Context: an optimization exercise on an open-source flow, tuned for small area, a short achievable clock period and few clock cycles. The choices shown serve that exercise and are no tape-out recipe.
No run shown here included a check of the RTL's function; only the layout flow was run.

`config.mk`:
```
export PLATFORM = sky130hd
export DESIGN_NAME = neuron_pe
export DESIGN_NICKNAME = neuron_pe
export VERILOG_FILES = /design/flow/design.v
export SDC_FILE = /design/flow/constraint.sdc
export NUM_CORES = 4
export LEC_CHECK = 0
export ABC_AREA = 1
export CAP_MARGIN = 20
export CORE_MARGIN = 2
export CORE_UTILIZATION = 40
export CTS_CLUSTER_DIAMETER = 80
export CTS_CLUSTER_SIZE = 30
export SLEW_MARGIN = 70
```
`constraint.sdc`:
```
create_clock -name core_clock -period 22.0 [get_ports {clk}]
set_input_delay 4.4000 -clock core_clock [delete_from_list [all_inputs] [get_ports {clk}]]
set_output_delay 4.4000 -clock core_clock [all_outputs]
set_load 0.01 [all_outputs]
```
`design.v`:
```
module neuron_pe #(
    parameter int N     = 6,
    parameter int BITS  = 16,
    parameter int FRAC  = 8
) (
    input  logic                  clk,
    input  logic                  rst_n,
    input  logic                  load_w,
    input  logic                  start,
    input  logic                  bp,
    input  logic [1:0]            act_sel,
    input  logic [N*BITS-1:0]     x,
    input  logic [N*BITS-1:0]     w,
    input  logic [BITS-1:0]       b,
    input  logic [BITS-1:0]       dz_in,
    input  logic [BITS-1:0]       w_in,
    input  logic [BITS-1:0]       lr,
    output logic                  busy,
    output logic                  done,
    output logic [BITS-1:0]       y,
    output logic [(N+1)*BITS-1:0] w_out
);
    typedef logic signed [15:0] word_t;
    function automatic word_t sadd(input word_t a, input word_t c);
        logic signed [16:0] s;
        s = {a[15], a} + {c[15], c};
        if (s[16] != s[15])
            sadd = {s[16], {15{~s[16]}}};
        else
            sadd = s[15:0];
    endfunction
    function automatic word_t act_gate(input logic [1:0] a, input logic neg,
                                       input word_t v);
        act_gate = v;
        if (neg && (a != 2'b00)) begin
            if (a == 2'b10)
                act_gate = v >>> 3;
            else
                act_gate = '0;
        end
    endfunction
    function automatic word_t mux1h7(input logic [6:0] s, input word_t d0,
                                     input word_t d1, input word_t d2,
                                     input word_t d3, input word_t d4,
                                     input word_t d5, input word_t d6);
        mux1h7 = ({16{s[0]}} & d0) | ({16{s[1]}} & d1) | ({16{s[2]}} & d2) |
                 ({16{s[3]}} & d3) | ({16{s[4]}} & d4) | ({16{s[5]}} & d5) |
                 ({16{s[6]}} & d6);
    endfunction
    logic         mode;        
    logic [4:0]   cnt;
    logic         zneg;
    logic [1:0]   act_r;
    word_t        store [0:6];
    word_t        xr    [0:5];
    word_t        lr_r;
    word_t        D;
    word_t        P;
    logic [23:0]  r0, r1;      
    logic         c8;
    logic [5:0]   sa_x;        
    logic         l_ld;        
    logic         sa_l;        
    logic [5:0]   sb_w;        
    logic         sb_d;        
    logic         sb_p;        
    logic         rot;         
    logic         s_d;         
    logic         s_b;         
    logic         f_acc;       
    logic         f_fin;       
    logic         b_g;         
    logic         b_t;         
    wire idle = ~busy;
    word_t opa, opb, prod, s_in1, sum;
    logic [23:0] n_r0, n_r1;
    logic        n_c8;
    always_comb begin
        opa = mux1h7({sa_l, sa_x}, xr[0], xr[1], xr[2], xr[3], xr[4], xr[5], lr_r);
        opb = mux1h7({sb_d, sb_w}, store[1], store[2], store[3], store[4],
                     store[5], store[6], D)
            | ({16{sb_p}} & P);
        s_in1 = ({16{s_b}} & store[0]) | ({16{s_d}} & D);
        sum = sadd(s_in1, prod);
    end
    np_pmul_s1 u_s1 (.a(opa), .b(opb), .r0(n_r0), .r1(n_r1), .c8(n_c8));
    np_pmul_s2 u_s2 (.r0(r0), .r1(r1), .c8(c8), .y(prod));
    logic       n_busy, n_mode, n_f, n_b;
    logic [4:0] n_cnt;
    always_comb begin
        if (idle) begin
            n_cnt  = '0;
            n_busy = start & ~load_w;
            n_mode = bp;
        end else begin
            n_cnt  = cnt + 5'd1;
            n_busy = ~done;
            n_mode = mode;
        end
        n_f = n_busy & ~n_mode;
        n_b = n_busy & n_mode;
    end
    logic [5:0] nb_x;
    logic       nb_ap, nb_al, nb_bd, nb_bp, nb_g, nb_t;
    logic       nb_u;
    always_comb begin
        nb_x  = '0;
        nb_ap = 1'b0; nb_al = 1'b0; nb_bd = 1'b0; nb_bp = 1'b0;
        nb_g  = 1'b0; nb_t  = 1'b0; nb_u  = 1'b0;
        case (n_cnt)
            5'd0:  begin nb_ap = 1'b1; nb_al = 1'b1; nb_bp = 1'b1; end
            5'd1:  begin nb_g = 1'b1; end
            5'd2:  begin nb_al = 1'b1; nb_bd = 1'b1; end
            5'd3:  begin nb_x[0] = 1'b1; nb_bd = 1'b1; nb_u = 1'b1; end
            5'd4:  begin nb_x[1] = 1'b1; nb_bd = 1'b1; nb_t = 1'b1; end
            5'd5:  begin nb_al = 1'b1; nb_bp = 1'b1; nb_t = 1'b1; end
            5'd6:  begin nb_al = 1'b1; nb_bp = 1'b1; nb_u = 1'b1; end
            5'd7:  begin nb_x[2] = 1'b1; nb_bd = 1'b1; nb_u = 1'b1; end
            5'd8:  begin nb_x[3] = 1'b1; nb_bd = 1'b1; nb_t = 1'b1; end
            5'd9:  begin nb_al = 1'b1; nb_bp = 1'b1; nb_t = 1'b1; end
            5'd10: begin nb_al = 1'b1; nb_bp = 1'b1; nb_u = 1'b1; end
            5'd11: begin nb_x[4] = 1'b1; nb_bd = 1'b1; nb_u = 1'b1; end
            5'd12: begin nb_x[5] = 1'b1; nb_bd = 1'b1; nb_t = 1'b1; end
            5'd13: begin nb_al = 1'b1; nb_bp = 1'b1; nb_t = 1'b1; end
            5'd14: begin nb_al = 1'b1; nb_bp = 1'b1; nb_u = 1'b1; end
            5'd15: begin nb_u = 1'b1; end
            default: ;
        endcase
    end
    always_ff @(posedge clk or negedge rst_n) begin
        if (!rst_n) begin
            rot   <= 1'b0;
            f_fin <= 1'b0;
        end else begin
            rot   <= n_b && nb_u;
            f_fin <= n_f && n_cnt == 5'd6;
        end
    end
    always_ff @(posedge clk) begin
        for (int i = 0; i < 6; i++) begin
            sa_x[i] <= (n_f && n_cnt == 5'(i)) || (n_b && nb_x[i]);
            sb_w[i] <= n_f && n_cnt == 5'(i);
        end
        l_ld  <= n_b && nb_ap;
        sa_l  <= n_b && nb_al;
        sb_d  <= n_b && nb_bd;
        sb_p  <= n_b && nb_bp;
        s_d   <= n_f && n_cnt >= 5'd2;
        s_b   <= (n_f && n_cnt == 5'd1) || n_b;
        f_acc <= n_f && n_cnt >= 5'd1 && n_cnt <= 5'd5;
        b_g   <= n_b && nb_g;
        b_t   <= n_b && nb_t;
    end
    always_ff @(posedge clk) begin
        r0 <= n_r0;
        r1 <= n_r1;
        c8 <= n_c8;
        if (idle) begin
            for (int i = 0; i < 6; i++)
                xr[i] <= x[i*16 +: 16];
            lr_r  <= dz_in;
            act_r <= act_sel;
            P     <= w_in;
        end else begin
            if (l_ld)
                lr_r <= lr;
            if (b_t)
                P <= prod;
        end
        if (f_acc)
            D <= sum;
        else if (b_g)
            D <= act_gate(act_r, zneg, prod);
    end
    always_ff @(posedge clk or negedge rst_n) begin
        if (!rst_n) begin
            busy <= 1'b0;
            done <= 1'b0;
            mode <= 1'b0;
            cnt  <= '0;
            zneg <= 1'b0;
            y    <= '0;
            for (int k = 0; k < 7; k++)
                store[k] <= '0;
        end else begin
            busy <= n_busy;
            mode <= n_mode;
            cnt  <= n_cnt;
            done <= f_fin || (busy && mode && cnt == 5'd15);
            if (f_fin) begin
                y    <= act_gate(act_r, sum[15], sum);
                zneg <= sum[15];
            end
            if (idle && load_w) begin
                store[0] <= b;
                for (int i = 0; i < 6; i++)
                    store[i + 1] <= w[i*16 +: 16];
            end
            if (rot) begin
                for (int k = 0; k < 6; k++)
                    store[k] <= store[k + 1];
                store[6] <= sum;
            end
        end
    end
    generate
        for (genvar k = 0; k <= 6; k++) begin : g_wout
            assign w_out[k*16 +: 16] = store[k];
        end
    endgenerate
endmodule
module np_pmul_s1 (
    input  logic [15:0] a,
    input  logic [15:0] b,
    output logic [23:0] r0,
    output logic [23:0] r1,
    output logic c8
);
    logic [16:0] bx;
    assign bx = {b, 1'b0};
    logic one0, two0, neg0;
    assign one0 = bx[1] ^ bx[0];
    assign two0 = (bx[2] & ~bx[1] & ~bx[0]) | (~bx[2] & bx[1] & bx[0]);
    assign neg0 = bx[2];
    logic [16:0] pp0;
    assign pp0[0] = ((one0 & a[0]) | (two0 & 1'b0)) ^ neg0;
    assign pp0[1] = ((one0 & a[1]) | (two0 & a[0])) ^ neg0;
    assign pp0[2] = ((one0 & a[2]) | (two0 & a[1])) ^ neg0;
    assign pp0[3] = ((one0 & a[3]) | (two0 & a[2])) ^ neg0;
    assign pp0[4] = ((one0 & a[4]) | (two0 & a[3])) ^ neg0;
    assign pp0[5] = ((one0 & a[5]) | (two0 & a[4])) ^ neg0;
    assign pp0[6] = ((one0 & a[6]) | (two0 & a[5])) ^ neg0;
    assign pp0[7] = ((one0 & a[7]) | (two0 & a[6])) ^ neg0;
    assign pp0[8] = ((one0 & a[8]) | (two0 & a[7])) ^ neg0;
    assign pp0[9] = ((one0 & a[9]) | (two0 & a[8])) ^ neg0;
    assign pp0[10] = ((one0 & a[10]) | (two0 & a[9])) ^ neg0;
    assign pp0[11] = ((one0 & a[11]) | (two0 & a[10])) ^ neg0;
    assign pp0[12] = ((one0 & a[12]) | (two0 & a[11])) ^ neg0;
    assign pp0[13] = ((one0 & a[13]) | (two0 & a[12])) ^ neg0;
    assign pp0[14] = ((one0 & a[14]) | (two0 & a[13])) ^ neg0;
    assign pp0[15] = ((one0 & a[15]) | (two0 & a[14])) ^ neg0;
    assign pp0[16] = ((one0 & a[15]) | (two0 & a[15])) ^ neg0;
    logic one1, two1, neg1;
    assign one1 = bx[3] ^ bx[2];
    assign two1 = (bx[4] & ~bx[3] & ~bx[2]) | (~bx[4] & bx[3] & bx[2]);
    assign neg1 = bx[4];
    logic [16:0] pp1;
    assign pp1[0] = ((one1 & a[0]) | (two1 & 1'b0)) ^ neg1;
    assign pp1[1] = ((one1 & a[1]) | (two1 & a[0])) ^ neg1;
    assign pp1[2] = ((one1 & a[2]) | (two1 & a[1])) ^ neg1;
    assign pp1[3] = ((one1 & a[3]) | (two1 & a[2])) ^ neg1;
    assign pp1[4] = ((one1 & a[4]) | (two1 & a[3])) ^ neg1;
    assign pp1[5] = ((one1 & a[5]) | (two1 & a[4])) ^ neg1;
    assign pp1[6] = ((one1 & a[6]) | (two1 & a[5])) ^ neg1;
    assign pp1[7] = ((one1 & a[7]) | (two1 & a[6])) ^ neg1;
    assign pp1[8] = ((one1 & a[8]) | (two1 & a[7])) ^ neg1;
    assign pp1[9] = ((one1 & a[9]) | (two1 & a[8])) ^ neg1;
    assign pp1[10] = ((one1 & a[10]) | (two1 & a[9])) ^ neg1;
    assign pp1[11] = ((one1 & a[11]) | (two1 & a[10])) ^ neg1;
    assign pp1[12] = ((one1 & a[12]) | (two1 & a[11])) ^ neg1;
    assign pp1[13] = ((one1 & a[13]) | (two1 & a[12])) ^ neg1;
    assign pp1[14] = ((one1 & a[14]) | (two1 & a[13])) ^ neg1;
    assign pp1[15] = ((one1 & a[15]) | (two1 & a[14])) ^ neg1;
    assign pp1[16] = ((one1 & a[15]) | (two1 & a[15])) ^ neg1;
    logic one2, two2, neg2;
    assign one2 = bx[5] ^ bx[4];
    assign two2 = (bx[6] & ~bx[5] & ~bx[4]) | (~bx[6] & bx[5] & bx[4]);
    assign neg2 = bx[6];
    logic [16:0] pp2;
    assign pp2[0] = ((one2 & a[0]) | (two2 & 1'b0)) ^ neg2;
    assign pp2[1] = ((one2 & a[1]) | (two2 & a[0])) ^ neg2;
    assign pp2[2] = ((one2 & a[2]) | (two2 & a[1])) ^ neg2;
    assign pp2[3] = ((one2 & a[3]) | (two2 & a[2])) ^ neg2;
    assign pp2[4] = ((one2 & a[4]) | (two2 & a[3])) ^ neg2;
    assign pp2[5] = ((one2 & a[5]) | (two2 & a[4])) ^ neg2;
    assign pp2[6] = ((one2 & a[6]) | (two2 & a[5])) ^ neg2;
    assign pp2[7] = ((one2 & a[7]) | (two2 & a[6])) ^ neg2;
    assign pp2[8] = ((one2 & a[8]) | (two2 & a[7])) ^ neg2;
    assign pp2[9] = ((one2 & a[9]) | (two2 & a[8])) ^ neg2;
    assign pp2[10] = ((one2 & a[10]) | (two2 & a[9])) ^ neg2;
    assign pp2[11] = ((one2 & a[11]) | (two2 & a[10])) ^ neg2;
    assign pp2[12] = ((one2 & a[12]) | (two2 & a[11])) ^ neg2;
    assign pp2[13] = ((one2 & a[13]) | (two2 & a[12])) ^ neg2;
    assign pp2[14] = ((one2 & a[14]) | (two2 & a[13])) ^ neg2;
    assign pp2[15] = ((one2 & a[15]) | (two2 & a[14])) ^ neg2;
    assign pp2[16] = ((one2 & a[15]) | (two2 & a[15])) ^ neg2;
    logic one3, two3, neg3;
    assign one3 = bx[7] ^ bx[6];
    assign two3 = (bx[8] & ~bx[7] & ~bx[6]) | (~bx[8] & bx[7] & bx[6]);
    assign neg3 = bx[8];
    logic [16:0] pp3;
    assign pp3[0] = ((one3 & a[0]) | (two3 & 1'b0)) ^ neg3;
    assign pp3[1] = ((one3 & a[1]) | (two3 & a[0])) ^ neg3;
    assign pp3[2] = ((one3 & a[2]) | (two3 & a[1])) ^ neg3;
    assign pp3[3] = ((one3 & a[3]) | (two3 & a[2])) ^ neg3;
    assign pp3[4] = ((one3 & a[4]) | (two3 & a[3])) ^ neg3;
    assign pp3[5] = ((one3 & a[5]) | (two3 & a[4])) ^ neg3;
    assign pp3[6] = ((one3 & a[6]) | (two3 & a[5])) ^ neg3;
    assign pp3[7] = ((one3 & a[7]) | (two3 & a[6])) ^ neg3;
    assign pp3[8] = ((one3 & a[8]) | (two3 & a[7])) ^ neg3;
    assign pp3[9] = ((one3 & a[9]) | (two3 & a[8])) ^ neg3;
    assign pp3[10] = ((one3 & a[10]) | (two3 & a[9])) ^ neg3;
    assign pp3[11] = ((one3 & a[11]) | (two3 & a[10])) ^ neg3;
    assign pp3[12] = ((one3 & a[12]) | (two3 & a[11])) ^ neg3;
    assign pp3[13] = ((one3 & a[13]) | (two3 & a[12])) ^ neg3;
    assign pp3[14] = ((one3 & a[14]) | (two3 & a[13])) ^ neg3;
    assign pp3[15] = ((one3 & a[15]) | (two3 & a[14])) ^ neg3;
    assign pp3[16] = ((one3 & a[15]) | (two3 & a[15])) ^ neg3;
    logic one4, two4, neg4;
    assign one4 = bx[9] ^ bx[8];
    assign two4 = (bx[10] & ~bx[9] & ~bx[8]) | (~bx[10] & bx[9] & bx[8]);
    assign neg4 = bx[10];
    logic [16:0] pp4;
    assign pp4[0] = ((one4 & a[0]) | (two4 & 1'b0)) ^ neg4;
    assign pp4[1] = ((one4 & a[1]) | (two4 & a[0])) ^ neg4;
    assign pp4[2] = ((one4 & a[2]) | (two4 & a[1])) ^ neg4;
    assign pp4[3] = ((one4 & a[3]) | (two4 & a[2])) ^ neg4;
    assign pp4[4] = ((one4 & a[4]) | (two4 & a[3])) ^ neg4;
    assign pp4[5] = ((one4 & a[5]) | (two4 & a[4])) ^ neg4;
    assign pp4[6] = ((one4 & a[6]) | (two4 & a[5])) ^ neg4;
    assign pp4[7] = ((one4 & a[7]) | (two4 & a[6])) ^ neg4;
    assign pp4[8] = ((one4 & a[8]) | (two4 & a[7])) ^ neg4;
    assign pp4[9] = ((one4 & a[9]) | (two4 & a[8])) ^ neg4;
    assign pp4[10] = ((one4 & a[10]) | (two4 & a[9])) ^ neg4;
    assign pp4[11] = ((one4 & a[11]) | (two4 & a[10])) ^ neg4;
    assign pp4[12] = ((one4 & a[12]) | (two4 & a[11])) ^ neg4;
    assign pp4[13] = ((one4 & a[13]) | (two4 & a[12])) ^ neg4;
    assign pp4[14] = ((one4 & a[14]) | (two4 & a[13])) ^ neg4;
    assign pp4[15] = ((one4 & a[15]) | (two4 & a[14])) ^ neg4;
    assign pp4[16] = ((one4 & a[15]) | (two4 & a[15])) ^ neg4;
    logic one5, two5, neg5;
    assign one5 = bx[11] ^ bx[10];
    assign two5 = (bx[12] & ~bx[11] & ~bx[10]) | (~bx[12] & bx[11] & bx[10]);
    assign neg5 = bx[12];
    logic [16:0] pp5;
    assign pp5[0] = ((one5 & a[0]) | (two5 & 1'b0)) ^ neg5;
    assign pp5[1] = ((one5 & a[1]) | (two5 & a[0])) ^ neg5;
    assign pp5[2] = ((one5 & a[2]) | (two5 & a[1])) ^ neg5;
    assign pp5[3] = ((one5 & a[3]) | (two5 & a[2])) ^ neg5;
    assign pp5[4] = ((one5 & a[4]) | (two5 & a[3])) ^ neg5;
    assign pp5[5] = ((one5 & a[5]) | (two5 & a[4])) ^ neg5;
    assign pp5[6] = ((one5 & a[6]) | (two5 & a[5])) ^ neg5;
    assign pp5[7] = ((one5 & a[7]) | (two5 & a[6])) ^ neg5;
    assign pp5[8] = ((one5 & a[8]) | (two5 & a[7])) ^ neg5;
    assign pp5[9] = ((one5 & a[9]) | (two5 & a[8])) ^ neg5;
    assign pp5[10] = ((one5 & a[10]) | (two5 & a[9])) ^ neg5;
    assign pp5[11] = ((one5 & a[11]) | (two5 & a[10])) ^ neg5;
    assign pp5[12] = ((one5 & a[12]) | (two5 & a[11])) ^ neg5;
    assign pp5[13] = ((one5 & a[13]) | (two5 & a[12])) ^ neg5;
    assign pp5[14] = ((one5 & a[14]) | (two5 & a[13])) ^ neg5;
    assign pp5[15] = ((one5 & a[15]) | (two5 & a[14])) ^ neg5;
    assign pp5[16] = ((one5 & a[15]) | (two5 & a[15])) ^ neg5;
    logic one6, two6, neg6;
    assign one6 = bx[13] ^ bx[12];
    assign two6 = (bx[14] & ~bx[13] & ~bx[12]) | (~bx[14] & bx[13] & bx[12]);
    assign neg6 = bx[14];
    logic [16:0] pp6;
    assign pp6[0] = ((one6 & a[0]) | (two6 & 1'b0)) ^ neg6;
    assign pp6[1] = ((one6 & a[1]) | (two6 & a[0])) ^ neg6;
    assign pp6[2] = ((one6 & a[2]) | (two6 & a[1])) ^ neg6;
    assign pp6[3] = ((one6 & a[3]) | (two6 & a[2])) ^ neg6;
    assign pp6[4] = ((one6 & a[4]) | (two6 & a[3])) ^ neg6;
    assign pp6[5] = ((one6 & a[5]) | (two6 & a[4])) ^ neg6;
    assign pp6[6] = ((one6 & a[6]) | (two6 & a[5])) ^ neg6;
    assign pp6[7] = ((one6 & a[7]) | (two6 & a[6])) ^ neg6;
    assign pp6[8] = ((one6 & a[8]) | (two6 & a[7])) ^ neg6;
    assign pp6[9] = ((one6 & a[9]) | (two6 & a[8])) ^ neg6;
    assign pp6[10] = ((one6 & a[10]) | (two6 & a[9])) ^ neg6;
    assign pp6[11] = ((one6 & a[11]) | (two6 & a[10])) ^ neg6;
    assign pp6[12] = ((one6 & a[12]) | (two6 & a[11])) ^ neg6;
    assign pp6[13] = ((one6 & a[13]) | (two6 & a[12])) ^ neg6;
    assign pp6[14] = ((one6 & a[14]) | (two6 & a[13])) ^ neg6;
    assign pp6[15] = ((one6 & a[15]) | (two6 & a[14])) ^ neg6;
    assign pp6[16] = ((one6 & a[15]) | (two6 & a[15])) ^ neg6;
    logic one7, two7, neg7;
    assign one7 = bx[15] ^ bx[14];
    assign two7 = (bx[16] & ~bx[15] & ~bx[14]) | (~bx[16] & bx[15] & bx[14]);
    assign neg7 = bx[16];
    logic [16:0] pp7;
    assign pp7[0] = ((one7 & a[0]) | (two7 & 1'b0)) ^ neg7;
    assign pp7[1] = ((one7 & a[1]) | (two7 & a[0])) ^ neg7;
    assign pp7[2] = ((one7 & a[2]) | (two7 & a[1])) ^ neg7;
    assign pp7[3] = ((one7 & a[3]) | (two7 & a[2])) ^ neg7;
    assign pp7[4] = ((one7 & a[4]) | (two7 & a[3])) ^ neg7;
    assign pp7[5] = ((one7 & a[5]) | (two7 & a[4])) ^ neg7;
    assign pp7[6] = ((one7 & a[6]) | (two7 & a[5])) ^ neg7;
    assign pp7[7] = ((one7 & a[7]) | (two7 & a[6])) ^ neg7;
    assign pp7[8] = ((one7 & a[8]) | (two7 & a[7])) ^ neg7;
    assign pp7[9] = ((one7 & a[9]) | (two7 & a[8])) ^ neg7;
    assign pp7[10] = ((one7 & a[10]) | (two7 & a[9])) ^ neg7;
    assign pp7[11] = ((one7 & a[11]) | (two7 & a[10])) ^ neg7;
    assign pp7[12] = ((one7 & a[12]) | (two7 & a[11])) ^ neg7;
    assign pp7[13] = ((one7 & a[13]) | (two7 & a[12])) ^ neg7;
    assign pp7[14] = ((one7 & a[14]) | (two7 & a[13])) ^ neg7;
    assign pp7[15] = ((one7 & a[15]) | (two7 & a[14])) ^ neg7;
    assign pp7[16] = ((one7 & a[15]) | (two7 & a[15])) ^ neg7;
    logic t1;
    logic t2;
    assign t1 = pp0[10] ^ pp1[8];
    assign t2 = pp0[10] & pp1[8];
    logic t3;
    logic t4;
    assign t3 = pp0[11] ^ pp1[9];
    assign t4 = pp0[11] & pp1[9];
    logic t5;
    logic t6;
    assign t5 = pp0[12] ^ pp1[10] ^ pp2[8];
    assign t6 = (pp0[12] & pp1[10]) | (pp0[12] & pp2[8]) | (pp1[10] & pp2[8]);
    logic t7;
    logic t8;
    assign t7 = pp3[6] ^ pp4[4];
    assign t8 = pp3[6] & pp4[4];
    logic t9;
    logic t10;
    assign t9 = pp0[13] ^ pp1[11] ^ pp2[9];
    assign t10 = (pp0[13] & pp1[11]) | (pp0[13] & pp2[9]) | (pp1[11] & pp2[9]);
    logic t11;
    logic t12;
    assign t11 = pp3[7] ^ pp4[5];
    assign t12 = pp3[7] & pp4[5];
    logic t13;
    logic t14;
    assign t13 = pp0[14] ^ pp1[12] ^ pp2[10];
    assign t14 = (pp0[14] & pp1[12]) | (pp0[14] & pp2[10]) | (pp1[12] & pp2[10]);
    logic t15;
    logic t16;
    assign t15 = pp3[8] ^ pp4[6] ^ pp5[4];
    assign t16 = (pp3[8] & pp4[6]) | (pp3[8] & pp5[4]) | (pp4[6] & pp5[4]);
    logic t17;
    logic t18;
    assign t17 = pp6[2] ^ pp7[0];
    assign t18 = pp6[2] & pp7[0];
    logic t19;
    logic t20;
    assign t19 = pp0[15] ^ pp1[13] ^ pp2[11];
    assign t20 = (pp0[15] & pp1[13]) | (pp0[15] & pp2[11]) | (pp1[13] & pp2[11]);
    logic t21;
    logic t22;
    assign t21 = pp3[9] ^ pp4[7] ^ pp5[5];
    assign t22 = (pp3[9] & pp4[7]) | (pp3[9] & pp5[5]) | (pp4[7] & pp5[5]);
    logic t23;
    logic t24;
    assign t23 = pp6[3] ^ pp7[1];
    assign t24 = pp6[3] & pp7[1];
    logic t25;
    logic t26;
    assign t25 = ~pp0[16] ^ pp1[14] ^ pp2[12];
    assign t26 = (~pp0[16] & pp1[14]) | (~pp0[16] & pp2[12]) | (pp1[14] & pp2[12]);
    logic t27;
    logic t28;
    assign t27 = pp3[10] ^ pp4[8] ^ pp5[6];
    assign t28 = (pp3[10] & pp4[8]) | (pp3[10] & pp5[6]) | (pp4[8] & pp5[6]);
    logic t29;
    logic t30;
    assign t29 = pp6[4] ^ pp7[2] ^ 1'b1;
    assign t30 = (pp6[4] & pp7[2]) | (pp6[4] & 1'b1) | (pp7[2] & 1'b1);
    logic t31;
    logic t32;
    assign t31 = pp1[15] ^ pp2[13] ^ pp3[11];
    assign t32 = (pp1[15] & pp2[13]) | (pp1[15] & pp3[11]) | (pp2[13] & pp3[11]);
    logic t33;
    logic t34;
    assign t33 = pp4[9] ^ pp5[7] ^ pp6[5];
    assign t34 = (pp4[9] & pp5[7]) | (pp4[9] & pp6[5]) | (pp5[7] & pp6[5]);
    logic t35;
    logic t36;
    assign t35 = pp7[3] ^ 1'b1;
    assign t36 = pp7[3] & 1'b1;
    logic t37;
    logic t38;
    assign t37 = ~pp1[16] ^ pp2[14] ^ pp3[12];
    assign t38 = (~pp1[16] & pp2[14]) | (~pp1[16] & pp3[12]) | (pp2[14] & pp3[12]);
    logic t39;
    logic t40;
    assign t39 = pp4[10] ^ pp5[8] ^ pp6[6];
    assign t40 = (pp4[10] & pp5[8]) | (pp4[10] & pp6[6]) | (pp5[8] & pp6[6]);
    logic t41;
    logic t42;
    assign t41 = pp2[15] ^ pp3[13] ^ pp4[11];
    assign t42 = (pp2[15] & pp3[13]) | (pp2[15] & pp4[11]) | (pp3[13] & pp4[11]);
    logic t43;
    logic t44;
    assign t43 = pp5[9] ^ pp6[7];
    assign t44 = pp5[9] & pp6[7];
    logic t45;
    logic t46;
    assign t45 = ~pp2[16] ^ pp3[14] ^ pp4[12];
    assign t46 = (~pp2[16] & pp3[14]) | (~pp2[16] & pp4[12]) | (pp3[14] & pp4[12]);
    logic t47;
    logic t48;
    assign t47 = pp3[15] ^ pp4[13];
    assign t48 = pp3[15] & pp4[13];
    logic t49;
    logic t50;
    assign t49 = pp0[6] ^ pp1[4];
    assign t50 = pp0[6] & pp1[4];
    logic t51;
    logic t52;
    assign t51 = pp0[7] ^ pp1[5];
    assign t52 = pp0[7] & pp1[5];
    logic t53;
    logic t54;
    assign t53 = pp0[8] ^ pp1[6] ^ pp2[4];
    assign t54 = (pp0[8] & pp1[6]) | (pp0[8] & pp2[4]) | (pp1[6] & pp2[4]);
    logic t55;
    logic t56;
    assign t55 = pp3[2] ^ pp4[0];
    assign t56 = pp3[2] & pp4[0];
    logic t57;
    logic t58;
    assign t57 = pp0[9] ^ pp1[7] ^ pp2[5];
    assign t58 = (pp0[9] & pp1[7]) | (pp0[9] & pp2[5]) | (pp1[7] & pp2[5]);
    logic t59;
    logic t60;
    assign t59 = pp3[3] ^ pp4[1];
    assign t60 = pp3[3] & pp4[1];
    logic t61;
    logic t62;
    assign t61 = t1 ^ pp2[6] ^ pp3[4];
    assign t62 = (t1 & pp2[6]) | (t1 & pp3[4]) | (pp2[6] & pp3[4]);
    logic t63;
    logic t64;
    assign t63 = pp4[2] ^ pp5[0] ^ neg5;
    assign t64 = (pp4[2] & pp5[0]) | (pp4[2] & neg5) | (pp5[0] & neg5);
    logic t65;
    logic t66;
    assign t65 = t2 ^ t3 ^ pp2[7];
    assign t66 = (t2 & t3) | (t2 & pp2[7]) | (t3 & pp2[7]);
    logic t67;
    logic t68;
    assign t67 = pp3[5] ^ pp4[3] ^ pp5[1];
    assign t68 = (pp3[5] & pp4[3]) | (pp3[5] & pp5[1]) | (pp4[3] & pp5[1]);
    logic t69;
    logic t70;
    assign t69 = t4 ^ t5 ^ t7;
    assign t70 = (t4 & t5) | (t4 & t7) | (t5 & t7);
    logic t71;
    logic t72;
    assign t71 = pp5[2] ^ pp6[0] ^ neg6;
    assign t72 = (pp5[2] & pp6[0]) | (pp5[2] & neg6) | (pp6[0] & neg6);
    logic t73;
    logic t74;
    assign t73 = t6 ^ t8 ^ t9;
    assign t74 = (t6 & t8) | (t6 & t9) | (t8 & t9);
    logic t75;
    logic t76;
    assign t75 = t11 ^ pp5[3] ^ pp6[1];
    assign t76 = (t11 & pp5[3]) | (t11 & pp6[1]) | (pp5[3] & pp6[1]);
    logic t77;
    logic t78;
    assign t77 = t10 ^ t12 ^ t13;
    assign t78 = (t10 & t12) | (t10 & t13) | (t12 & t13);
    logic t79;
    logic t80;
    assign t79 = t15 ^ t17 ^ neg7;
    assign t80 = (t15 & t17) | (t15 & neg7) | (t17 & neg7);
    logic t81;
    logic t82;
    assign t81 = t14 ^ t16 ^ t18;
    assign t82 = (t14 & t16) | (t14 & t18) | (t16 & t18);
    logic t83;
    logic t84;
    assign t83 = t19 ^ t21 ^ t23;
    assign t84 = (t19 & t21) | (t19 & t23) | (t21 & t23);
    logic t85;
    logic t86;
    assign t85 = t20 ^ t22 ^ t24;
    assign t86 = (t20 & t22) | (t20 & t24) | (t22 & t24);
    logic t87;
    logic t88;
    assign t87 = t25 ^ t27 ^ t29;
    assign t88 = (t25 & t27) | (t25 & t29) | (t27 & t29);
    logic t89;
    logic t90;
    assign t89 = t26 ^ t28 ^ t30;
    assign t90 = (t26 & t28) | (t26 & t30) | (t28 & t30);
    logic t91;
    logic t92;
    assign t91 = t31 ^ t33 ^ t35;
    assign t92 = (t31 & t33) | (t31 & t35) | (t33 & t35);
    logic t93;
    logic t94;
    assign t93 = t32 ^ t34 ^ t36;
    assign t94 = (t32 & t34) | (t32 & t36) | (t34 & t36);
    logic t95;
    logic t96;
    assign t95 = t37 ^ t39 ^ pp7[4];
    assign t96 = (t37 & t39) | (t37 & pp7[4]) | (t39 & pp7[4]);
    logic t97;
    logic t98;
    assign t97 = t38 ^ t40 ^ t41;
    assign t98 = (t38 & t40) | (t38 & t41) | (t40 & t41);
    logic t99;
    logic t100;
    assign t99 = t43 ^ pp7[5] ^ 1'b1;
    assign t100 = (t43 & pp7[5]) | (t43 & 1'b1) | (pp7[5] & 1'b1);
    logic t101;
    logic t102;
    assign t101 = t42 ^ t44 ^ t45;
    assign t102 = (t42 & t44) | (t42 & t45) | (t44 & t45);
    logic t103;
    logic t104;
    assign t103 = pp5[10] ^ pp6[8] ^ pp7[6];
    assign t104 = (pp5[10] & pp6[8]) | (pp5[10] & pp7[6]) | (pp6[8] & pp7[6]);
    logic t105;
    logic t106;
    assign t105 = t46 ^ t47 ^ pp5[11];
    assign t106 = (t46 & t47) | (t46 & pp5[11]) | (t47 & pp5[11]);
    logic t107;
    logic t108;
    assign t107 = pp6[9] ^ pp7[7] ^ 1'b1;
    assign t108 = (pp6[9] & pp7[7]) | (pp6[9] & 1'b1) | (pp7[7] & 1'b1);
    logic t109;
    logic t110;
    assign t109 = t48 ^ ~pp3[16] ^ pp4[14];
    assign t110 = (t48 & ~pp3[16]) | (t48 & pp4[14]) | (~pp3[16] & pp4[14]);
    logic t111;
    logic t112;
    assign t111 = pp5[12] ^ pp6[10] ^ pp7[8];
    assign t112 = (pp5[12] & pp6[10]) | (pp5[12] & pp7[8]) | (pp6[10] & pp7[8]);
    logic t113;
    logic t114;
    assign t113 = pp4[15] ^ pp5[13] ^ pp6[11];
    assign t114 = (pp4[15] & pp5[13]) | (pp4[15] & pp6[11]) | (pp5[13] & pp6[11]);
    logic t115;
    logic t116;
    assign t115 = pp7[9] ^ 1'b1;
    assign t116 = pp7[9] & 1'b1;
    logic t117;
    logic t118;
    assign t117 = ~pp4[16] ^ pp5[14] ^ pp6[12];
    assign t118 = (~pp4[16] & pp5[14]) | (~pp4[16] & pp6[12]) | (pp5[14] & pp6[12]);
    logic t119;
    logic t120;
    assign t119 = pp5[15] ^ pp6[13];
    assign t120 = pp5[15] & pp6[13];
    logic t121;
    logic t122;
    assign t121 = pp0[4] ^ pp1[2];
    assign t122 = pp0[4] & pp1[2];
    logic t123;
    logic t124;
    assign t123 = pp0[5] ^ pp1[3];
    assign t124 = pp0[5] & pp1[3];
    logic t125;
    logic t126;
    assign t125 = t49 ^ pp2[2] ^ pp3[0];
    assign t126 = (t49 & pp2[2]) | (t49 & pp3[0]) | (pp2[2] & pp3[0]);
    logic t127;
    logic t128;
    assign t127 = t50 ^ t51 ^ pp2[3];
    assign t128 = (t50 & t51) | (t50 & pp2[3]) | (t51 & pp2[3]);
    logic t129;
    logic t130;
    assign t129 = t52 ^ t53 ^ t55;
    assign t130 = (t52 & t53) | (t52 & t55) | (t53 & t55);
    logic t131;
    logic t132;
    assign t131 = t54 ^ t56 ^ t57;
    assign t132 = (t54 & t56) | (t54 & t57) | (t56 & t57);
    logic t133;
    logic t134;
    assign t133 = t58 ^ t60 ^ t61;
    assign t134 = (t58 & t60) | (t58 & t61) | (t60 & t61);
    logic t135;
    logic t136;
    assign t135 = t62 ^ t64 ^ t65;
    assign t136 = (t62 & t64) | (t62 & t65) | (t64 & t65);
    logic t137;
    logic t138;
    assign t137 = t66 ^ t68 ^ t69;
    assign t138 = (t66 & t68) | (t66 & t69) | (t68 & t69);
    logic t139;
    logic t140;
    assign t139 = t70 ^ t72 ^ t73;
    assign t140 = (t70 & t72) | (t70 & t73) | (t72 & t73);
    logic t141;
    logic t142;
    assign t141 = t74 ^ t76 ^ t77;
    assign t142 = (t74 & t76) | (t74 & t77) | (t76 & t77);
    logic t143;
    logic t144;
    assign t143 = t78 ^ t80 ^ t81;
    assign t144 = (t78 & t80) | (t78 & t81) | (t80 & t81);
    logic t145;
    logic t146;
    assign t145 = t82 ^ t84 ^ t85;
    assign t146 = (t82 & t84) | (t82 & t85) | (t84 & t85);
    logic t147;
    logic t148;
    assign t147 = t86 ^ t88 ^ t89;
    assign t148 = (t86 & t88) | (t86 & t89) | (t88 & t89);
    logic t149;
    logic t150;
    assign t149 = t90 ^ t92 ^ t93;
    assign t150 = (t90 & t92) | (t90 & t93) | (t92 & t93);
    logic t151;
    logic t152;
    assign t151 = t94 ^ t96 ^ t97;
    assign t152 = (t94 & t96) | (t94 & t97) | (t96 & t97);
    logic t153;
    logic t154;
    assign t153 = t98 ^ t100 ^ t101;
    assign t154 = (t98 & t100) | (t98 & t101) | (t100 & t101);
    logic t155;
    logic t156;
    assign t155 = t102 ^ t104 ^ t105;
    assign t156 = (t102 & t104) | (t102 & t105) | (t104 & t105);
    logic t157;
    logic t158;
    assign t157 = t106 ^ t108 ^ t109;
    assign t158 = (t106 & t108) | (t106 & t109) | (t108 & t109);
    logic t159;
    logic t160;
    assign t159 = t110 ^ t112 ^ t113;
    assign t160 = (t110 & t112) | (t110 & t113) | (t112 & t113);
    logic t161;
    logic t162;
    assign t161 = t114 ^ t116 ^ t117;
    assign t162 = (t114 & t116) | (t114 & t117) | (t116 & t117);
    logic t163;
    logic t164;
    assign t163 = t118 ^ t119 ^ pp7[11];
    assign t164 = (t118 & t119) | (t118 & pp7[11]) | (t119 & pp7[11]);
    logic t165;
    logic t166;
    assign t165 = t120 ^ ~pp5[16] ^ pp6[14];
    assign t166 = (t120 & ~pp5[16]) | (t120 & pp6[14]) | (~pp5[16] & pp6[14]);
    logic t167;
    logic t168;
    assign t167 = pp6[15] ^ pp7[13];
    assign t168 = pp6[15] & pp7[13];
    logic t169;
    logic t170;
    assign t169 = pp0[2] ^ pp1[0];
    assign t170 = pp0[2] & pp1[0];
    logic t171;
    logic t172;
    assign t171 = pp0[3] ^ pp1[1];
    assign t172 = pp0[3] & pp1[1];
    logic t173;
    logic t174;
    assign t173 = t121 ^ pp2[0] ^ neg2;
    assign t174 = (t121 & pp2[0]) | (t121 & neg2) | (pp2[0] & neg2);
    logic t175;
    logic t176;
    assign t175 = t122 ^ t123 ^ pp2[1];
    assign t176 = (t122 & t123) | (t122 & pp2[1]) | (t123 & pp2[1]);
    logic t177;
    logic t178;
    assign t177 = t124 ^ t125 ^ neg3;
    assign t178 = (t124 & t125) | (t124 & neg3) | (t125 & neg3);
    logic t179;
    logic t180;
    assign t179 = t126 ^ t127 ^ pp3[1];
    assign t180 = (t126 & t127) | (t126 & pp3[1]) | (t127 & pp3[1]);
    logic t181;
    logic t182;
    assign t181 = t128 ^ t129 ^ neg4;
    assign t182 = (t128 & t129) | (t128 & neg4) | (t129 & neg4);
    logic t183;
    logic t184;
    assign t183 = t130 ^ t131 ^ t59;
    assign t184 = (t130 & t131) | (t130 & t59) | (t131 & t59);
    logic t185;
    logic t186;
    assign t185 = t132 ^ t133 ^ t63;
    assign t186 = (t132 & t133) | (t132 & t63) | (t133 & t63);
    logic t187;
    logic t188;
    assign t187 = t134 ^ t135 ^ t67;
    assign t188 = (t134 & t135) | (t134 & t67) | (t135 & t67);
    logic t189;
    logic t190;
    assign t189 = t136 ^ t137 ^ t71;
    assign t190 = (t136 & t137) | (t136 & t71) | (t137 & t71);
    logic t191;
    logic t192;
    assign t191 = t138 ^ t139 ^ t75;
    assign t192 = (t138 & t139) | (t138 & t75) | (t139 & t75);
    logic t193;
    logic t194;
    assign t193 = t140 ^ t141 ^ t79;
    assign t194 = (t140 & t141) | (t140 & t79) | (t141 & t79);
    logic t195;
    logic t196;
    assign t195 = t142 ^ t143 ^ t83;
    assign t196 = (t142 & t143) | (t142 & t83) | (t143 & t83);
    logic t197;
    logic t198;
    assign t197 = t144 ^ t145 ^ t87;
    assign t198 = (t144 & t145) | (t144 & t87) | (t145 & t87);
    logic t199;
    logic t200;
    assign t199 = t146 ^ t147 ^ t91;
    assign t200 = (t146 & t147) | (t146 & t91) | (t147 & t91);
    logic t201;
    logic t202;
    assign t201 = t148 ^ t149 ^ t95;
    assign t202 = (t148 & t149) | (t148 & t95) | (t149 & t95);
    logic t203;
    logic t204;
    assign t203 = t150 ^ t151 ^ t99;
    assign t204 = (t150 & t151) | (t150 & t99) | (t151 & t99);
    logic t205;
    logic t206;
    assign t205 = t152 ^ t153 ^ t103;
    assign t206 = (t152 & t153) | (t152 & t103) | (t153 & t103);
    logic t207;
    logic t208;
    assign t207 = t154 ^ t155 ^ t107;
    assign t208 = (t154 & t155) | (t154 & t107) | (t155 & t107);
    logic t209;
    logic t210;
    assign t209 = t156 ^ t157 ^ t111;
    assign t210 = (t156 & t157) | (t156 & t111) | (t157 & t111);
    logic t211;
    logic t212;
    assign t211 = t158 ^ t159 ^ t115;
    assign t212 = (t158 & t159) | (t158 & t115) | (t159 & t115);
    logic t213;
    logic t214;
    assign t213 = t160 ^ t161 ^ pp7[10];
    assign t214 = (t160 & t161) | (t160 & pp7[10]) | (t161 & pp7[10]);
    logic t215;
    logic t216;
    assign t215 = t162 ^ t163 ^ 1'b1;
    assign t216 = (t162 & t163) | (t162 & 1'b1) | (t163 & 1'b1);
    logic t217;
    logic t218;
    assign t217 = t164 ^ t165 ^ pp7[12];
    assign t218 = (t164 & t165) | (t164 & pp7[12]) | (t165 & pp7[12]);
    logic t219;
    logic t220;
    assign t219 = t166 ^ t167 ^ 1'b1;
    assign t220 = (t166 & t167) | (t166 & 1'b1) | (t167 & 1'b1);
    logic t221;
    logic t222;
    assign t221 = t168 ^ ~pp6[16] ^ pp7[14];
    assign t222 = (t168 & ~pp6[16]) | (t168 & pp7[14]) | (~pp6[16] & pp7[14]);
    logic t223;
    logic t224;
    assign t223 = pp7[15] ^ 1'b1;
    assign t224 = pp7[15] & 1'b1;
    logic [31:0] s0, s1;
    logic [8:0] lo;
    assign s0 = {1'b1, t224, t222, t220, t218, t216, t214, t212, t210, t208, t206, t204, t202, t200, t198, t196, t194, t192, t190, t188, t186, t184, t182, t180, t178, t176, t174, t172, t170, t169, pp0[1], pp0[0]};
    assign s1 = {1'b0, ~pp7[16], t223, t221, t219, t217, t215, t213, t211, t209, t207, t205, t203, t201, t199, t197, t195, t193, t191, t189, t187, t185, t183, t181, t179, t177, t175, t173, t171, neg1, 1'b0, neg0};
    assign lo = {1'b0, s0[7:0]} + {1'b0, s1[7:0]};
    assign r0 = s0[31:8];
    assign r1 = s1[31:8];
    assign c8 = lo[8];
endmodule
module np_pmul_s2 (
    input  logic [23:0] r0,
    input  logic [23:0] r1,
    input  logic        c8,
    output logic [15:0] y
);
    logic [23:0] p;
    assign p = r0 + r1 + {23'd0, c8};
    wire ovf = ~((&p[23:15]) | ~(|p[23:15]));
    assign y = ovf ? {p[23], {15{~p[23]}}} : p[15:0];
endmodule
```
`flow/run.sh`:
```
#!/bin/bash
# Layout flow: the standard ORFS flow (standard synthesis unchanged), with
# the port buffers that global placement inserts made plain buf_1 cells
# instead of the default delay buffers. Every port still gets its buffer.
set -euo pipefail
export BUFFER_PORTS_ARGS="-buffer_cell sky130_fd_sc_hd__buf_1"
bash standard.sh > standard.log 2>&1
```
`standard.sh`:
```
#!/bin/bash
# synth_recipe.tcl (not shown) runs the flow's synth.tcl, then flattens the netlist and writes it again
# the make line also repeats each setting of config.mk as NAME=value (left out here)
make -C /OpenROAD-flow-scripts/flow DESIGN_CONFIG=/design/flow/config.mk WORK_HOME=/design/flow/orfs CLKGATE_MAP_FILE= SYNTH_SCRIPT=/design/flow/synth_recipe.tcl "${@:-finish}"
```
==> impl_metrics.json, run 1 <==
{
  "vias_per_cell": 5.482,
  "crit_type": "reg -> reg",
  "setup_viol": 0,
  "setup_tns_ps": 0,
  "routed-via-count": 20460,
  "worst_path_most_repeated_cell": "nand2_1",
  "cts_max_level": 1,
  "die_y_microns": 240.3,
  "dpl.hpwl_microns": 62420,
  "slowest_stage": "fa_1",
  "slew_viol_final": 0,
  "tightest_slew_ps": 431.1,
  "cts_buffer_depth": 3,
  "synthCells": 2617,
  "grt_max_degree": 73,
  "synth_most_common_cell": "nand2_1",
  "synthTopCellsByCount": "nand2_1, inv_1, nor2_1",
  "holdWs_ps": 513.9,
  "initial_core_util": 0.4048,
  "fin_cells": 3732,
  "ys.flop_type": "edfxtp_1",
  "syn_nets": 3039,
  "nets": 3383,
  "slowest_delay_ps": 560,
  "fmax_mhz": 166.8,
  "drc": 0,
  "grt_pass1_vias": 19850,
  "rsz0062_at_grt": "no",
  "die_width_microns": 240.3,
  "drtIter0Drc": 1807,
  "synth-seq-cells": 353,
  "hold_violations": 0,
  "critPathLaunchType": "flop",
  "synth_top_area_frac": 0.1962,
  "syn_area_per_cell_sq_um": 8.538,
  "grt-ovfl-total": 0,
  "finClkSkew_ps": 43.67,
  "ys_warn_count": 3,
  "max_slew_margin": 0.7126,
  "numCtsBuffers": 27,
  "synth_seq_area_share": 0.4128,
  "area_delta_synth_final_pct": 16.45,
  "final.setup.worst_slack_ps": 16000,
  "gp_congestion": 0.9727,
  "cap_violations": 0,
  "io_buffers": 392,
  "path_max_fanout": 19,
  "routedWlPerCell_microns": 21.29,
  "ant_nets": 0,
  "cts_sinks": 353,
  "cts_resized": 0,
  "synth-async-reset-ratio": 0.3938,
  "coreArea_sq_um": 55200,
  "grt_pass1_wl_microns": 119800,
  "clock_latency_ps": 620,
  "io_pins": 393,
  "cts_tree": "done",
  "post-cts-setup-buffer-count": 0,
  "synth_cell_types": 58,
  "yosysTopAreaCell": "edfxtp_1",
  "required_ps": 22370,
  "worst_ep_arrival_time_ps": 6370,
  "cp-end-kind": "flop",
  "dieArea_sq_um": 57770,
  "drt_first_pass_iters": 5,
  "rows": 86,
  "drive_gt1_frac": 0.07713,
  "min_period_ps": 5996,
  "grt_usage": 0.2727,
  "cts_hold_buf": 0,
  "drt_wl_total_microns": 79460,
  "period_share": 0.2725,
  "synth_edf_count": 146,
  "dp_worst_setup_slack_ps": 15860,
  "syn_area_sq_um": 22340,
  "antenna_found_initial": 6,
  "dp_cells": 3678,
  "clk_pin_slew_worst_paths_ps": 100,
  "clk_root_buffer_cell": "clkbuf_16",
  "hold_path.class": "reg -> reg",
  "status": "complete, no violations",
  "synthTopCellsByArea": "edfxtp_1, dfrtp_1, nand2_1"
}
worst max-delay path: cells and delay by family (launching register included):
| kind | cells | cell delay (ps) |
|---|---|---|
| buffers and inverters | 1 | 320 |
| AO/OA/AOI/OAI | 2 | 440 |
| flip-flops | 1 | 330 |
| AND/OR/NAND/NOR | 25 | 2910 |
| adder cells (fa/ha/maj) | 4 | 1780 |
cells by family (layout without fill, tap and decap cells):
kind of cell,count (synthesis),count (layout),share of synthesized area
xor+xnor,151,151,0.05953
other cells,0,2,0
buf+inv,450,815,0.08064
compound gates,479,479,0.1402
flops,353,353,0.4128
fa+ha+maj,159,159,0.1179
simple gates,1025,1025,0.1889
per-layer routing:
metal,part of all wire,GRT usage
met5,0.00082,0
met4,0.044,0.1082
met3,0.081,0.03754
met2,0.46,0.4573
met1,0.41,0.3560
through the flow:
step / utilization / cell area, sq um
2_1_floorplan: - / 22340
3_3_place_gp: 0.4437 / 24490
3_5_place_dp: 0.4503 / 24860
4_1_cts: 0.4701 / 25950
5_1_grt: 0.4713 / 26020
6_report: 0.4714 / 26020
layout make-up:
| type | count | area [sq um] |
|---|---|---|
| Timing Repair Buffer | 444 | 1977 |
| Inverter | 321 | 1236 |
| Clock inverter | 23 | 415.4 |
| Clock buffer | 27 | 675.6 |
| Multi-Input combinational cell | 1814 | 11520 |
| Fill cell | 5472 | 29180 |
| Sequential cell | 353 | 9255 |
| Antenna cell | 2 | 5.005 |
| Tap cell | 748 | 935.9 |
state kept, by name (all words and copies together), names as in the netlist, 6 cells and up:
signal	count
sb_w	6
xr	96
lr_r	16
D	16
y	16
r1	23
r0	23
store	112
P	16
sa_x	6
cell usage in the layout, fill, tap and decap left out, types with 17 or more instances in the layout:
cell type	count
buf_4	30
buf_1	392
dfxtp_1	58
nand2_1	657
nand2_2	21
o22ai_1	198
a31oi_1	19
o21ai_0	43
nand4_1	36
clkbuf_16	28
a21oi_1	95
nand3_1	61
ha_1	73
xor2_1	133
edfxtp_1	146
fa_1	86
o211ai_1	26
dfrtp_1	136
xnor2_1	17
nor2_1	201
inv_1	295
a221oi_1	22
worst paths after layout:
path / slack (ps) / cells after the start / from / end
max reg2reg: 16000 / 32 / r0[0]$_DFF_P_ / D[13]$_DFFE_PP_
min in group asynchronous: 3670 / 1 / rst_n / store[1][2]$_DFFE_PN0P_
min reg2reg: 510 / 1 / done$_DFF_PN0_ / busy$_DFF_PN0_
max in group asynchronous: 17410 / 4 / rst_n / store[3][4]$_DFFE_PN0P_
max: 16000 / 32 / r0[0]$_DFF_P_ / D[13]$_DFFE_PP_
min: 510 / 1 / done$_DFF_PN0_ / busy$_DFF_PN0_
==> inputs of run 2 (changes only) <==
--- a/config.mk
+++ b/config.mk
@@ -11,4 +11,4 @@
 export CORE_UTILIZATION = 40
 export CTS_CLUSTER_DIAMETER = 80
-export CTS_CLUSTER_SIZE = 30
+export CTS_CLUSTER_SIZE = 35
 export SLEW_MARGIN = 70
==> run 2 against run 1 <==
Against the previous run:
- register-to-register slack barely moved
- core utilization rose by 0.11 points
- critical endpoint unchanged
- critical path depth did not move
- still clean
- non-clock buffer count rose by 2
- largest cell class unchanged
- synthesized cell count did not move
- sequential share of layout area fell by 0.080 points
- die area did not move
- final area rose by 0.23%
- synthesized area did not move
==> impl_metrics.json, run 2 <==
{
  "min_period_ps": 5997,
  "dieArea_sq_um": 57770,
  "slowest_stage": "fa_1",
  "r2r_end": "D[13]$_DFFE_PP_",
  "grt_pass1_wl_microns": 119700,
  "fin_util": 0.4724,
  "grt_pass1_vias": 19780,
  "status": "complete, no violations",
  "finClkSkew_ps": 55.01,
  "period_share": 0.2726,
  "io_buffers": 392,
  "setup_tns_ps": 0,
  "io_pins": 393,
  "largest_reg_flops": 112,
  "crit_type": "reg -> reg",
  "cap_violations": 0,
  "routedWlPerCell_microns": 21.24,
  "yosysTopAreaCell": "edfxtp_1",
  "grt_max_degree": 73,
  "clock_latency_ps": 630,
  "synth_top_area_frac": 0.1962,
  "synth-compound-area-share": 0.1402,
  "regMostFlops": "store",
  "synth_cell_types": 58,
  "slew_viol_final": 0,
  "cts_max_level": 1,
  "dp_cells": 3678,
  "worst_ep_arrival_time_ps": 6370,
  "cts_resized": 0,
  "path_max_fanout": 19,
  "cts_buffer_depth": 3,
  "synth_top_family_by_area": "simple AND/OR/NAND/NOR gates",
  "coreArea_sq_um": 55200,
  "fin_cells": 3733,
  "ys_warn_count": 3,
  "synth_fa_ha_area_frac": 0.1179,
  "muxShareOfSynthArea": 0,
  "die_width_microns": 240.3,
  "synth_most_common_cell": "nand2_1",
  "routed-via-count": 20440,
  "synth-simple-area-share": 0.1889,
  "final.setup.worst_slack_ps": 16000,
  "drtIter0Drc": 1815,
  "tightest_slew_ps": 437.5,
  "numCtsBuffers": 27,
  "dp_worst_setup_slack_ps": 15860,
  "ys.flop_type": "edfxtp_1",
  "hold_path.class": "reg -> reg",
  "fmax_mhz": 166.7,
  "r2r_start": "r0[0]$_DFF_P_",
  "rows": 86,
  "holdWs_ps": 517.0,
  "synth_seq_area_share": 0.4128,
  "final_common_cell": "nand2_1",
  "required_ps": 22370,
  "slowest_delay_ps": 560,
  "antenna_found_initial": 6,
  "reg2reg_slack_ps": 16000,
  "syn_area_sq_um": 22340,
  "fill_cells": 5459,
  "grt_usage": 0.2726,
  "synthTopCellsByCount": "nand2_1, inv_1, nor2_1",
  "layout_common_cells": "nand2_1, buf_1, inv_1",
  "synthCells": 2617,
  "critPathLaunchType": "flop",
  "gp_congestion": 0.9727,
  "drive_gt1_frac": 0.07741,
  "max_slew_margin": 0.7080,
  "setup_viol": 0,
  "synthTopCellsByArea": "edfxtp_1, dfrtp_1, nand2_1",
  "synth-async-reset-ratio": 0.3938,
  "reg.largest.list": "store (112), xr (96)",
  "grt-ovfl-total": 0,
  "rsz0062_at_grt": "no",
  "cp-end-kind": "flop",
  "critPathCapture": "D[13]$_DFFE_PP_",
  "post-cts-setup-buffer-count": 0,
  "synth-seq-cells": 353,
  "worst_path_most_repeated_cell": "nand2_1",
  "drt_first_pass_iters": 6,
  "critPathLaunch": "r0[0]$_DFF_P_",
  "synth_edf_count": 146,
  "syn_area_per_cell_sq_um": 8.538,
  "r2r_cells": 32,
  "vias_per_cell": 5.475,
  "area_delta_synth_final_pct": 16.72,
  "cts_hold_buf": 0,
  "clk_root_buffer_cell": "clkbuf_16",
  "cts_tree": "done",
  "synth-xor-area-share": 0.05953,
  "dpl.hpwl_microns": 62420,
  "die_y_microns": 240.3,
  "initial_core_util": 0.4048,
  "drt_wl_total_microns": 79300,
  "syn_nets": 3039,
  "drc": 0,
  "clk_pin_slew_worst_paths_ps": 100,
  "nets": 3385,
  "ant_nets": 0,
  "cts_sinks": 353,
  "hold_violations": 0
}
run 2: final cells by class:
type	count	area (sq um)	area share
Clock inverter	23	452.9	0.01737
Inverter	321	1236	0.04740
Timing Repair Buffer	446	2002	0.07676
Sequential cell	353	9255	0.3549
Antenna cell	1	2.502	0.00009596
Tap cell	748	935.9	0.03589
Clock buffer	27	675.6	0.02591
Multi-Input combinational cell	1814	11520	0.4417
run 2: worst min path at each step:
stage	from	end	cells past startpoint
floorplan	cnt[0]$_DFF_PN0_	cnt[0]$_DFF_PN0_	1
global placement	y[0]$_DFFE_PN0P_	y[0]$_DFFE_PN0P_	2
detailed placement	y[10]$_DFFE_PN0P_	y[10]$_DFFE_PN0P_	2
CTS	done$_DFF_PN0_	busy$_DFF_PN0_	1
global route	done$_DFF_PN0_	busy$_DFF_PN0_	1
finish	done$_DFF_PN0_	busy$_DFF_PN0_	1
run 2: critical path: cells and delay by family, from the launching register on:
family / cells / cell delay [ps]
adder cells (fa/ha/maj): 4 / 1790
buffers and inverters: 1 / 320
flip-flops: 1 / 330
AO/OA/AOI/OAI: 2 / 440
AND/OR/NAND/NOR: 25 / 2910
run 2: stage by stage:
stage	cell area [sq um]
floorplan	22340
CTS	25990
global route	26080
finish	26080
detailed placement	24860
global placement	24490
run 2: routing by layer:
layer / track usage / up-vias / part of all wire
met5: 0 / - / 0.00082
met1: 0.3568 / 9783 / 0.41
li1: - / 9400 / -
met4: 0.1067 / 10 / 0.042
met2: 0.4568 / 1075 / 0.47
met3: 0.03731 / 172 / 0.082
run 2: cells by family after synthesis:
family | count (synthesis)
DFF | 353
AOI/OAI and AO/OA | 479
xor gates and xnor gates | 151
buffers and inverters | 450
adders and majority gates | 159
and+or+nand+nor | 1025
==> inputs of run 3 (changes only) <==
--- a/design.v
+++ b/design.v
@@ -22,11 +22,19 @@
 );
     typedef logic signed [15:0] word_t;
-    function automatic word_t sadd(input word_t a, input word_t c);
-        logic signed [16:0] s;
-        s = {a[15], a} + {c[15], c};
-        if (s[16] != s[15])
-            sadd = {s[16], {15{~s[16]}}};
+    function automatic word_t sadd_cs(input word_t a, input logic [23:0] p,
+                                      input logic [23:0] r0,
+                                      input logic [23:0] r1, input logic c8);
+        logic [15:0] s;
+        logic        ovf_p, ovf_s;
+        word_t       r_ovf, r_nov;
+        ovf_p = p[23:15] != {9{p[23]}};
+        s     = a + r0[15:0] + r1[15:0] + {15'd0, c8};
+        ovf_s = (a[15] == p[15]) && (s[15] != a[15]);
+        r_nov = ovf_s ? {a[15], {15{~a[15]}}} : s;
+        if (p[23])
+            r_ovf = a[15] ? 16'sh8000 : (a ^ 16'sh8000);
         else
-            sadd = s[15:0];
+            r_ovf = a[15] ? (a + 16'sh7fff) : 16'sh7fff;
+        sadd_cs = ovf_p ? r_ovf : r_nov;
     endfunction
     function automatic word_t act_gate(input logic [1:0] a, input logic neg,
@@ -60,5 +68,5 @@
     logic         c8;
     logic [5:0]   sa_x;        
-    logic         l_ld;        
+    logic         sa_p;        
     logic         sa_l;        
     logic [5:0]   sb_w;        
@@ -74,16 +82,20 @@
     wire idle = ~busy;
     word_t opa, opb, prod, s_in1, sum;
+    logic [23:0] p24;
     logic [23:0] n_r0, n_r1;
     logic        n_c8;
     always_comb begin
-        opa = mux1h7({sa_l, sa_x}, xr[0], xr[1], xr[2], xr[3], xr[4], xr[5], lr_r);
+        opa = mux1h7({sa_l, sa_x}, xr[0], xr[1], xr[2], xr[3], xr[4], xr[5], lr_r)
+            | ({16{sa_p}} & P);
         opb = mux1h7({sb_d, sb_w}, store[1], store[2], store[3], store[4],
                      store[5], store[6], D)
             | ({16{sb_p}} & P);
         s_in1 = ({16{s_b}} & store[0]) | ({16{s_d}} & D);
-        sum = sadd(s_in1, prod);
+        p24 = r0 + r1 + {23'd0, c8};
+        prod = (p24[23:15] != {9{p24[23]}}) ? {p24[23], {15{~p24[23]}}}
+                                             : p24[15:0];
+        sum = sadd_cs(s_in1, p24, r0, r1, c8);
     end
     np_pmul_s1 u_s1 (.a(opa), .b(opb), .r0(n_r0), .r1(n_r1), .c8(n_c8));
-    np_pmul_s2 u_s2 (.r0(r0), .r1(r1), .c8(c8), .y(prod));
     logic       n_busy, n_mode, n_f, n_b;
     logic [4:0] n_cnt;
@@ -109,5 +121,5 @@
         nb_g  = 1'b0; nb_t  = 1'b0; nb_u  = 1'b0;
         case (n_cnt)
-            5'd0:  begin nb_ap = 1'b1; nb_al = 1'b1; nb_bp = 1'b1; end
+            5'd0:  begin nb_ap = 1'b1; nb_bd = 1'b1; end
             5'd1:  begin nb_g = 1'b1; end
             5'd2:  begin nb_al = 1'b1; nb_bd = 1'b1; end
@@ -142,5 +154,5 @@
             sb_w[i] <= n_f && n_cnt == 5'(i);
         end
-        l_ld  <= n_b && nb_ap;
+        sa_p  <= n_b && nb_ap;
         sa_l  <= n_b && nb_al;
         sb_d  <= n_b && nb_bd;
@@ -159,17 +171,16 @@
             for (int i = 0; i < 6; i++)
                 xr[i] <= x[i*16 +: 16];
-            lr_r  <= dz_in;
+            lr_r  <= lr;
             act_r <= act_sel;
+            D     <= dz_in;
             P     <= w_in;
         end else begin
-            if (l_ld)
-                lr_r <= lr;
+            if (f_acc)
+                D <= sum;
+            else if (b_g)
+                D <= act_gate(act_r, zneg, prod);
             if (b_t)
                 P <= prod;
         end
-        if (f_acc)
-            D <= sum;
-        else if (b_g)
-            D <= act_gate(act_r, zneg, prod);
     end
     always_ff @(posedge clk or negedge rst_n) begin
@@ -192,9 +203,4 @@
                 zneg <= sum[15];
             end
-            if (idle && load_w) begin
-                store[0] <= b;
-                for (int i = 0; i < 6; i++)
-                    store[i + 1] <= w[i*16 +: 16];
-            end
             if (rot) begin
                 for (int k = 0; k < 6; k++)
@@ -202,4 +208,9 @@
                 store[6] <= sum;
             end
+            if (idle && load_w) begin
+                store[0] <= b;
+                for (int i = 0; i < 6; i++)
+                    store[i + 1] <= w[i*16 +: 16];
+            end
         end
     end
@@ -852,13 +863,2 @@
     assign c8 = lo[8];
 endmodule
-module np_pmul_s2 (
-    input  logic [23:0] r0,
-    input  logic [23:0] r1,
-    input  logic        c8,
-    output logic [15:0] y
-);
-    logic [23:0] p;
-    assign p = r0 + r1 + {23'd0, c8};
-    wire ovf = ~((&p[23:15]) | ~(|p[23:15]));
-    assign y = ovf ? {p[23], {15{~p[23]}}} : p[15:0];
-endmodule
--- a/config.mk
+++ b/config.mk
@@ -10,5 +10,3 @@
 export CORE_MARGIN = 2
 export CORE_UTILIZATION = 40
-export CTS_CLUSTER_DIAMETER = 80
-export CTS_CLUSTER_SIZE = 35
-export SLEW_MARGIN = 70
+export SLEW_MARGIN = 60
==> run 3 against run 2 <==
Against the previous run:
- setup slack better by 260 ps
- first-iteration DRC count is 11% higher
- synthesized area is 5.1% higher
- critical endpoint is now store[4][0]$_DFFE_PN0P_
==> impl_metrics.json, run 3 <==
{
  "numCtsBuffers": 41,
  "io_pins": 393,
  "grt_pass1_vias": 21140,
  "regMostFlops": "store",
  "r2r_cells": 16,
  "coreArea_sq_um": 57920,
  "gp_congestion": 0.9413,
  "synth_top_family_by_area": "simple AND/OR/NAND/NOR gates",
  "antenna_found_initial": 2,
  "cts_max_level": 2,
  "routed-via-count": 21830,
  "area_delta_synth_final_pct": 16.34,
  "synth_fa_ha_area_frac": 0.1255,
  "io_buffers": 392,
  "holdPathEnd": "done$_DFF_PN0_",
  "drc": 0,
  "hold_path.class": "reg -> reg",
  "cts_resized": 0,
  "die_width_microns": 246.3,
  "clk_root_buffer_cell": "clkbuf_16",
  "synth_most_common_cell": "nand2_1",
  "tightest_slew_ps": 610.9,
  "fin_util": 0.4718,
  "worst_ep_arrival_time_ps": 6150,
  "slew_viol_final": 0,
  "final_common_cell": "nand2_1",
  "die_y_microns": 246.3,
  "drtIter0Drc": 2006,
  "finClkSkew_ps": 44.13,
  "cap_violations": 0,
  "synth_edf_count": 146,
  "synth_top_area_frac": 0.1867,
  "min_period_ps": 5740,
  "cts_tree": "done",
  "rsz0062_at_grt": "no",
  "synth-simple-area-share": 0.1883,
  "rows": 88,
  "muxShareOfSynthArea": 0,
  "holdWs_ps": 475.4,
  "r2r_end": "r1[11]$_DFF_P_",
  "synth_seq_area_share": 0.3927,
  "layout_common_cells": "nand2_1, inv_1, buf_1",
  "fin_cells": 3969,
  "wl_met3_microns": 8092,
  "yosysTopAreaCell": "edfxtp_1",
  "largest_reg_flops": 112,
  "setup_viol": 0,
  "grt-ovfl-total": 0,
  "path_max_fanout": 67,
  "reg2reg_slack_ps": 16570,
  "synth-seq-cells": 353,
  "setup_tns_ps": 0,
  "crit_type": "in -> reg",
  "initial_core_util": 0.4055,
  "min_from": "mode$_DFF_PN0_",
  "synth-compound-area-share": 0.1360,
  "critPathLaunchType": "input pin",
  "cts_hold_buf": 0,
  "synth_cell_types": 57,
  "syn_area_sq_um": 23490,
  "status": "complete, no violations",
  "synth-xor-area-share": 0.05706,
  "ys.flop_type": "edfxtp_1",
  "cts_sinks": 353,
  "synth-async-reset-ratio": 0.3938,
  "fmax_mhz": 174.2,
  "syn_area_per_cell_sq_um": 8.323,
  "cp-end-kind": "flop",
  "drive_gt1_frac": 0.06275,
  "nets": 3609,
  "hold_violations": 0,
  "clock_latency_ps": 580,
  "dr_wl_met2_microns": 39560,
  "vias_per_cell": 5.501,
  "wl_met1_microns": 37210,
  "syn_nets": 3260,
  "synthCells": 2822,
  "required_ps": 22410,
  "post-cts-setup-buffer-count": 0,
  "max_slew_margin": 0.5893,
  "routedWlPerCell_microns": 22.18,
  "top_layer": "met5",
  "dieArea_sq_um": 60670,
  "hold_depth": 2,
  "dp_cells": 3891,
  "ant_nets": 0,
  "grt_pass1_wl_microns": 130500,
  "r2r_start": "sb_w[5]$_DFF_P_",
  "period_share": 0.2609,
  "synthTopCellsByArea": "edfxtp_1, dfrtp_1, nand2_1",
  "drt_first_pass_iters": 6,
  "reg.largest.list": "store (112), xr (96)",
  "cts_buffer_depth": 3,
  "grt_max_degree": 100,
  "dpl.hpwl_microns": 69150
}
[run 3: cell count changes in the layout (fill, tap and decap cells not counted), moves of 13 or more]
cell and delta:
fa_1 +15, o21ai_0 +16, clkbuf_16 +13, o221ai_1 +86
o22ai_1 -38, nand3_1 +70, inv_1 +152, nor2_1 -96
a21oi_1 -32, nand4_1 -15, a31oi_1 -13, nand2_1 +79
[run 3: how the worst max path moves through the flow]
| stage | from | cells past startpoint | slack, ps | end |
|---|---|---|---|---|
| after floorplan | load_w | 7 | 16250 | store[1][10]$_DFFE_PN0P_ |
| after global placement | load_w | 7 | 15470 | store[4][10]$_DFFE_PN0P_ |
| after detailed placement | load_w | 7 | 15690 | store[4][0]$_DFFE_PN0P_ |
| after CTS | load_w | 7 | 16290 | store[4][0]$_DFFE_PN0P_ |
| after global routing | load_w | 8 | 16150 | store[4][0]$_DFFE_PN0P_ |
| final | load_w | 8 | 16260 | store[4][0]$_DFFE_PN0P_ |
[run 3: layout make-up]
class,count,area [sq um]
fill,5790,30590
sequential,353,9228
timing repair buffer,441,1931
clock inverter,24,240.2
clock buffer,51,1124
inverter,468,1769
antenna,1,2.502
tap,765,957.2
multi-input combinational,1866,12070
[run 3: metal layers]
| metal | GRT usage | vias up |
|---|---|---|
| met5 | 0 | - |
| met4 | 0.09355 | 2 |
| met3 | 0.06111 | 187 |
| met2 | 0.4484 | 1093 |
| met1 | 0.3926 | 10520 |
| li1 | - | 10040 |
[run 3: kinds of logic after synthesis]
family,Yosys count
adder cells (fa/ha/maj),175
AND/OR/NAND/NOR,1064
XOR/XNOR,153
AO/OA/AOI/OAI,474
buffers and inverters,603
flip-flops,353
[run 3: critical path, cell delays in order]
cell,delay [ps]
buf_1,100
inv_1,90
nor2_4,300
nor2_2,160
inv_2,310
buf_8,240
buf_16,280
o221ai_1,170
[run 3: metrics by stage]
step / area, sq um / setup slack, ps
finish: 27320 / 16260
global route: 27320 / 16150
CTS: 27240 / 16290
detailed placement: 25880 / 15690
global placement: 25650 / 15470
floorplan: 23490 / 16250

[static timing again, ports no longer ideal]
No port has a modelled driver above. Below, the same layouts with a new extraction and two added sets of constraints.
Step 1 sets driving cells, clkbuf_16 on the clock port and buf_2 on the other inputs (assumed; they add their load-dependent delay and slew).
Step 2 moves the port delays by t, midway between the first and last clock arrival at a register: inputs arrive t later, outputs are due t later. That takes back most of the time a late clock gives input paths.
Slacks: ideal ports / drivers / drivers and shift; pairs: ideal ports / drivers.
run | t (ns) | slack for setup (ns) | latest minus earliest clock arrival (ns) | worst slew at a driven data input, ns
run 1 | 0.651 | 16.004 / 16.004 / 15.723 | 0.043 / 0.044 | 0.09
run 2 | 0.657 | 16.002 / 16.002 / 15.769 | 0.055 / 0.055 | 0.10
run 3 | 0.614 | 16.260 / 16.259 / 15.680 | 0.044 / 0.044 | 0.09
After both steps setup and hold are still met in every run listed. The setup slack of run 3, which loses most, moves by -0.001 ns with the drivers and by -0.580 ns with both steps.
